Context: an optimization exercise on an open-source flow, tuned for small area. The choices shown serve that exercise and are no tape-out recipe. In this exercise RTL edits were held to simulation tests only and were not proved equivalent to the original. Power is estimated from default activity; no workload was simulated.

// fpga_rt_wrapper
module fpga_rt_wrapper (
    input  logic                   core_clk,
    input  logic                   hwif_out,
    input  logic                   awvalid,
    output logic                   awready,
    input  fpga_rt_pkg::addr_t     awaddr,
    input  logic                   wvalid,
    output logic                   wready,
    input  fpga_rt_pkg::data_t     wdata,
    input  fpga_rt_pkg::strb_t     wstrb,
    output logic                   bvalid,
    input  logic                   bready,
    output fpga_rt_pkg::resp_t     bresp,
    input  logic                   arvalid,
    output logic                   arready,
    input  fpga_rt_pkg::addr_t     araddr,
    output logic                   rvalid,
    input  logic                   rready,
    output fpga_rt_pkg::data_t     rdata,
    output fpga_rt_pkg::resp_t     rresp,
    output logic                   core_pwrgood,
    output logic                   core_rst_b,
    output fpga_rt_pkg::data_t     generic_input,
    input  logic [7:0]             core_status,
    input  fpga_rt_pkg::data_t     generic_output,
    input  logic                   log_char_valid,
    input  fpga_rt_pkg::log_char_t log_char,
    input  logic                   etrng_req,
    output fpga_rt_pkg::nibble_t   itrng_data,
    output logic                   itrng_valid
);
==> flow/config.mk <==
export PLATFORM = sky130hd
export DESIGN_NAME = fpga_rt_wrapper
export DESIGN_NICKNAME = fpga_rt_wrapper
export VERILOG_FILES = /design/flow/design.v
export SDC_FILE = /design/flow/constraint.sdc
export NUM_CORES = 4
export LEC_CHECK = 0
export CAP_MARGIN = 20
export CORE_MARGIN = 2
export CORE_UTILIZATION = 40
export SLEW_MARGIN = 20
==> flow/constraint.sdc <==
create_clock -name core_clock -period 6.0 [get_ports {core_clk}]
set_input_delay 1.2000 -clock core_clock [delete_from_list [all_inputs] [get_ports {core_clk}]]
set_output_delay 1.2000 -clock core_clock [all_outputs]
set_load 0.01 [all_outputs]
standard.sh (not shown) runs the stock make flow with config.mk's settings and CLKGATE_MAP_FILE= SYNTH_SCRIPT=/design/flow/synth_recipe.tcl, a recipe that flattens the netlist after the stock synthesis.
==> flow/flow/run.sh <==
#!/bin/bash
# Standard layout, with smaller port buffers and a clock tree without
# dummy loads. Each tool's output goes to a log file of its own here.
set -euo pipefail
export BUFFER_PORTS_ARGS="-buffer_cell sky130_fd_sc_hd__buf_1"
export CTS_ARGS="-sink_clustering_enable -repair_clock_nets -dont_use_dummy_load -buf_list sky130_fd_sc_hd__clkbuf_4"
bash standard.sh synth > synth.log 2>&1
bash standard.sh finish > layout.log 2>&1
The starting point produced a clean layout.
Then changed:
==> flow/run.sh (new file) <==
#!/bin/bash
# synth_recipe.tcl (not shown) runs the flow's synth.tcl, then flattens the netlist and writes it again
# the make line also repeats each setting of config.mk as NAME=value (left out here)
make -C /OpenROAD-flow-scripts/flow DESIGN_CONFIG=/design/flow/config.mk WORK_HOME=/design/flow/orfs CLKGATE_MAP_FILE= SYNTH_SCRIPT=/design/flow/synth_recipe.tcl finish
- CTS_BUF_LIST: default -> sky130_fd_sc_hd__clkbuf_4
removed: flow/flow/run.sh
removed: flow/standard.sh
Area after synthesis does not change. Via count is higher by 1.4%. Routed wire length rose by 3.6%. Register-to-register slack loses 40 ps.
Then changed:
==> flow/flow/run.sh (new file) <==
#!/bin/bash
# Standard synthesis with an area-oriented ABC script in place of ORFS's
# speed script (registers are untouched), then the standard layout with
# small port buffers and a clock tree of fewer, larger sink clusters and
# no dummy loads. Each tool's output goes to a log file of its own here.
set -euo pipefail
rm -rf scripts_abc
cp -r "$FLOW_HOME/scripts" scripts_abc
cp flow/abc_area.script scripts_abc/abc_speed.script
bash standard.sh synth SCRIPTS_DIR="$PWD/scripts_abc" > synth.log 2>&1
export BUFFER_PORTS_ARGS="-buffer_cell sky130_fd_sc_hd__buf_1"
export CTS_ARGS="-sink_clustering_enable -repair_clock_nets -dont_use_dummy_load -buf_list sky130_fd_sc_hd__clkbuf_8 -sink_clustering_size 16 -sink_clustering_max_diameter 60"
bash standard.sh finish > layout.log 2>&1
==> flow/flow/abc_area.script (new file) <==
strash
balance
rewrite
refactor
balance
rewrite
rewrite -z
balance
refactor -z
rewrite -z
balance
balance
rewrite
refactor
balance
rewrite
rewrite -z
balance
refactor -z
rewrite -z
balance
dch
amap -F 10 -A 30
topo
==> flow/standard.sh (new file) <==
#!/bin/bash
# synth_recipe.tcl (not shown) runs the flow's synth.tcl, then flattens the netlist and writes it again
# the make line also repeats each setting of config.mk as NAME=value (left out here)
make -C /OpenROAD-flow-scripts/flow DESIGN_CONFIG=/design/flow/config.mk WORK_HOME=/design/flow/orfs CLKGATE_MAP_FILE= SYNTH_SCRIPT=/design/flow/synth_recipe.tcl "${@:-finish}"
- CORE_UTILIZATION: 40 -> 60
- CTS_BUF_LIST: sky130_fd_sc_hd__clkbuf_4 -> default
removed: flow/run.sh
The new run produced a clean layout.
Design area shrinks by roughly a tenth.
Worst setup slack degrades by 370 ps.
Flip-flop and latch count is unchanged.
Then changed:
- CORE_UTILIZATION: 60 -> 40
Outcome: Cell area increases by 1.3%; global-route usage decreases by 8.8 points; cell count increases by 10%.

* * *

fpga_rt_wrapper, a different RTL version from the one above (not shown whole).
Size in the first run: about 1500 cells after synthesis, roughly 580 flip-flops, about 240 I/O pins, about 0.022 mm² of cells after synthesis.
clock: 6.0 ns
lec_check: 0
cap_margin: 20
core_margin: 2
core_utilization: 75
place_density: 0.92
slew_margin: 20
==> flow/flow/run.sh <==
#!/bin/bash
# Standard synthesis with an area-oriented ABC script in place of ORFS's
# speed script (registers are untouched), then the standard layout with
# small port buffers and a clock tree of fewer, larger sink clusters and
# no dummy loads. Each tool's output goes to a log file of its own here.
set -euo pipefail
rm -rf scripts_abc
cp -r "$FLOW_HOME/scripts" scripts_abc
cp flow/abc_area.script scripts_abc/abc_speed.script
bash standard.sh synth SCRIPTS_DIR="$PWD/scripts_abc" > synth.log 2>&1
export BUFFER_PORTS_ARGS="-buffer_cell sky130_fd_sc_hd__buf_1"
export CTS_ARGS="-sink_clustering_enable -repair_clock_nets -dont_use_dummy_load -buf_list sky130_fd_sc_hd__clkbuf_8 -sink_clustering_size 17 -sink_clustering_max_diameter 80"
bash standard.sh finish > layout.log 2>&1
==> flow/flow/abc_area.script <==
strash
balance
rewrite
refactor
balance
rewrite
rewrite -z
balance
refactor -z
rewrite -z
balance
balance
rewrite
refactor
balance
rewrite
rewrite -z
balance
refactor -z
rewrite -z
balance
dch -f
amap -F 10 -A 30
topo
The first run went through all stages and came out clean.
Next try:
--- a/flow/flow/run.sh
+++ b/flow/flow/run.sh
@@ -11,2 +11,3 @@
 export BUFFER_PORTS_ARGS="-buffer_cell sky130_fd_sc_hd__buf_1"
+export RECOVER_POWER=100
 export CTS_ARGS="-sink_clustering_enable -repair_clock_nets -dont_use_dummy_load -buf_list sky130_fd_sc_hd__clkbuf_8 -sink_clustering_size 17 -sink_clustering_max_diameter 80"
Settings changed: CORE_UTILIZATION 75 to 65, PLACE_DENSITY 0.92 to 0.85.
Outcome: With this change the flow ran to the end with violations: max-capacitance violations, max-slew violations. Synthesized area does not change. Combinational power came out lower by 6.2%. Die area rose by about 15%. Worst setup slack loses 0.74 ns. Total power drops by 0.71%. Cell count rose by about 2.8%. Routed wire length went down by 4.9%.
Next try:
--- a/flow/flow/run.sh
+++ b/flow/flow/run.sh
@@ -11,3 +11,2 @@
 export BUFFER_PORTS_ARGS="-buffer_cell sky130_fd_sc_hd__buf_1"
-export RECOVER_POWER=100
 export CTS_ARGS="-sink_clustering_enable -repair_clock_nets -dont_use_dummy_load -buf_list sky130_fd_sc_hd__clkbuf_8 -sink_clustering_size 17 -sink_clustering_max_diameter 80"
Settings changed: CORE_UTILIZATION 65 to 40, PLACE_DENSITY 0.85 to default.
=> Now the flow completed without violations. Synthesized area does not change. Wire length increases by 8.6%. Register-to-register slack gains 1.0 ns. Setup slack improves by 0.98 ns. Clock-buffer cell count stays the same. Cell area climbs by about 2%. Core utilization went down by 27 points. Non-clock buffer count climbs by 9. Via count came out lower by about 4%.

* * *

fpga_rt_wrapper, a different RTL version from the one above (not shown whole).
Size in the first run: about 1,600 cells after synthesis, ~580 flip-flops, roughly 240 I/O pins, roughly 23,000 µm² of cells after synthesis.
==> flow/config.mk <==
export PLATFORM = sky130hd
export DESIGN_NAME = fpga_rt_wrapper
export DESIGN_NICKNAME = fpga_rt_wrapper
export VERILOG_FILES = /design/flow/design.v
export SDC_FILE = /design/flow/constraint.sdc
export NUM_CORES = 4
export LEC_CHECK = 0
export CAP_MARGIN = 20
export CORE_MARGIN = 2
export CORE_UTILIZATION = 65
export PLACE_DENSITY = 0.85
export SLEW_MARGIN = 20
==> flow/constraint.sdc <==
create_clock -name core_clock -period 6.0 [get_ports {core_clk}]
set_input_delay 1.2000 -clock core_clock [delete_from_list [all_inputs] [get_ports {core_clk}]]
set_output_delay 1.2000 -clock core_clock [all_outputs]
set_load 0.01 [all_outputs]
==> flow/flow/run.sh <==
#!/bin/bash
# Standard synthesis with an area-oriented ABC script in place of ORFS's
# speed script (registers are untouched), then the standard layout with
# small port buffers and a clock tree of fewer, larger sink clusters and
# no dummy loads. Each tool's output goes to a log file of its own here.
set -euo pipefail
rm -rf scripts_abc
cp -r "$FLOW_HOME/scripts" scripts_abc
cp flow/abc_area.script scripts_abc/abc_speed.script
bash standard.sh synth SCRIPTS_DIR="$PWD/scripts_abc" > synth.log 2>&1
export BUFFER_PORTS_ARGS="-buffer_cell sky130_fd_sc_hd__buf_1"
export CTS_ARGS="-sink_clustering_enable -repair_clock_nets -dont_use_dummy_load -buf_list sky130_fd_sc_hd__clkbuf_8 -sink_clustering_size 17 -sink_clustering_max_diameter 80"
bash standard.sh finish > layout.log 2>&1
Scripts as last shown in full above: flow/flow/abc_area.script
Next try:
--- a/flow/flow/abc_area.script
+++ b/flow/flow/abc_area.script
@@ -20,5 +20,5 @@
 rewrite -z
 balance
-dch -f
+dch
 amap -F 10 -A 30
 topo
CORE_UTILIZATION = 40   (was 65)
PLACE_DENSITY = unset   (was 0.85)
Hold slack got worse by 0.019 ns.
Routed wire length climbs by a few percent.
Final area climbs by a few percent.
Total power climbs slightly.
Synthesized area climbs slightly.
Utilization drops by 27 points.
Sequential share of layout area drops by 1.4 points.

-- re-timing with driven ports --
How much do the figures lean on ideal ports? The routed layouts below were timed once more, with nothing changed but the port constraints.
Step 1 (the two cells are an assumption about what drives the block):
set clk [get_ports {core_clk}]
set_driving_cell -lib_cell sky130_fd_sc_hd__clkbuf_16 $clk
set_driving_cell -lib_cell sky130_fd_sc_hd__buf_2 [delete_from_list [all_inputs] $clk]
Step 2 times the ports against the registers' clock, not the clock port: input delays grow and output delays shrink by t, the midpoint of the rising clock arrivals with the driver on.
a / b / c = no drivers / after step 1 / after step 2; a / b = the first two.
run | t (ns) | setup slack, ns | worst slew at a driven data input, ns
the first run of note 1 | 0.922 | 2.383 / 2.415 / 1.493 | 0.06
the second run of note 1 | 1.012 | 2.212 / 2.185 / 1.321 | 0.05
the third run of note 1 | 0.676 | 1.844 / 1.844 / 1.430 | 0.06
the fourth run of note 1 | 0.692 | 1.880 / 1.880 / 1.257 | 0.09
the first run of note 2 | 0.621 | 1.759 / 1.788 / 1.167 | 0.06
the second run of note 2 | 0.625 | 1.014 / 1.036 / 0.411 | 0.08
the third run of note 2 | 0.673 | 1.989 / 2.026 / 1.353 | 0.08
the first run of note 3 | 0.617 | 1.787 / 1.809 / 1.191 | 0.06
the second run of note 3 | 0.671 | 1.944 / 1.967 / 1.295 | 0.08
For the second run of note 1, which loses most, drivers alone change the setup slack by -0.027 ns; drivers and shift together by -0.891 ns.
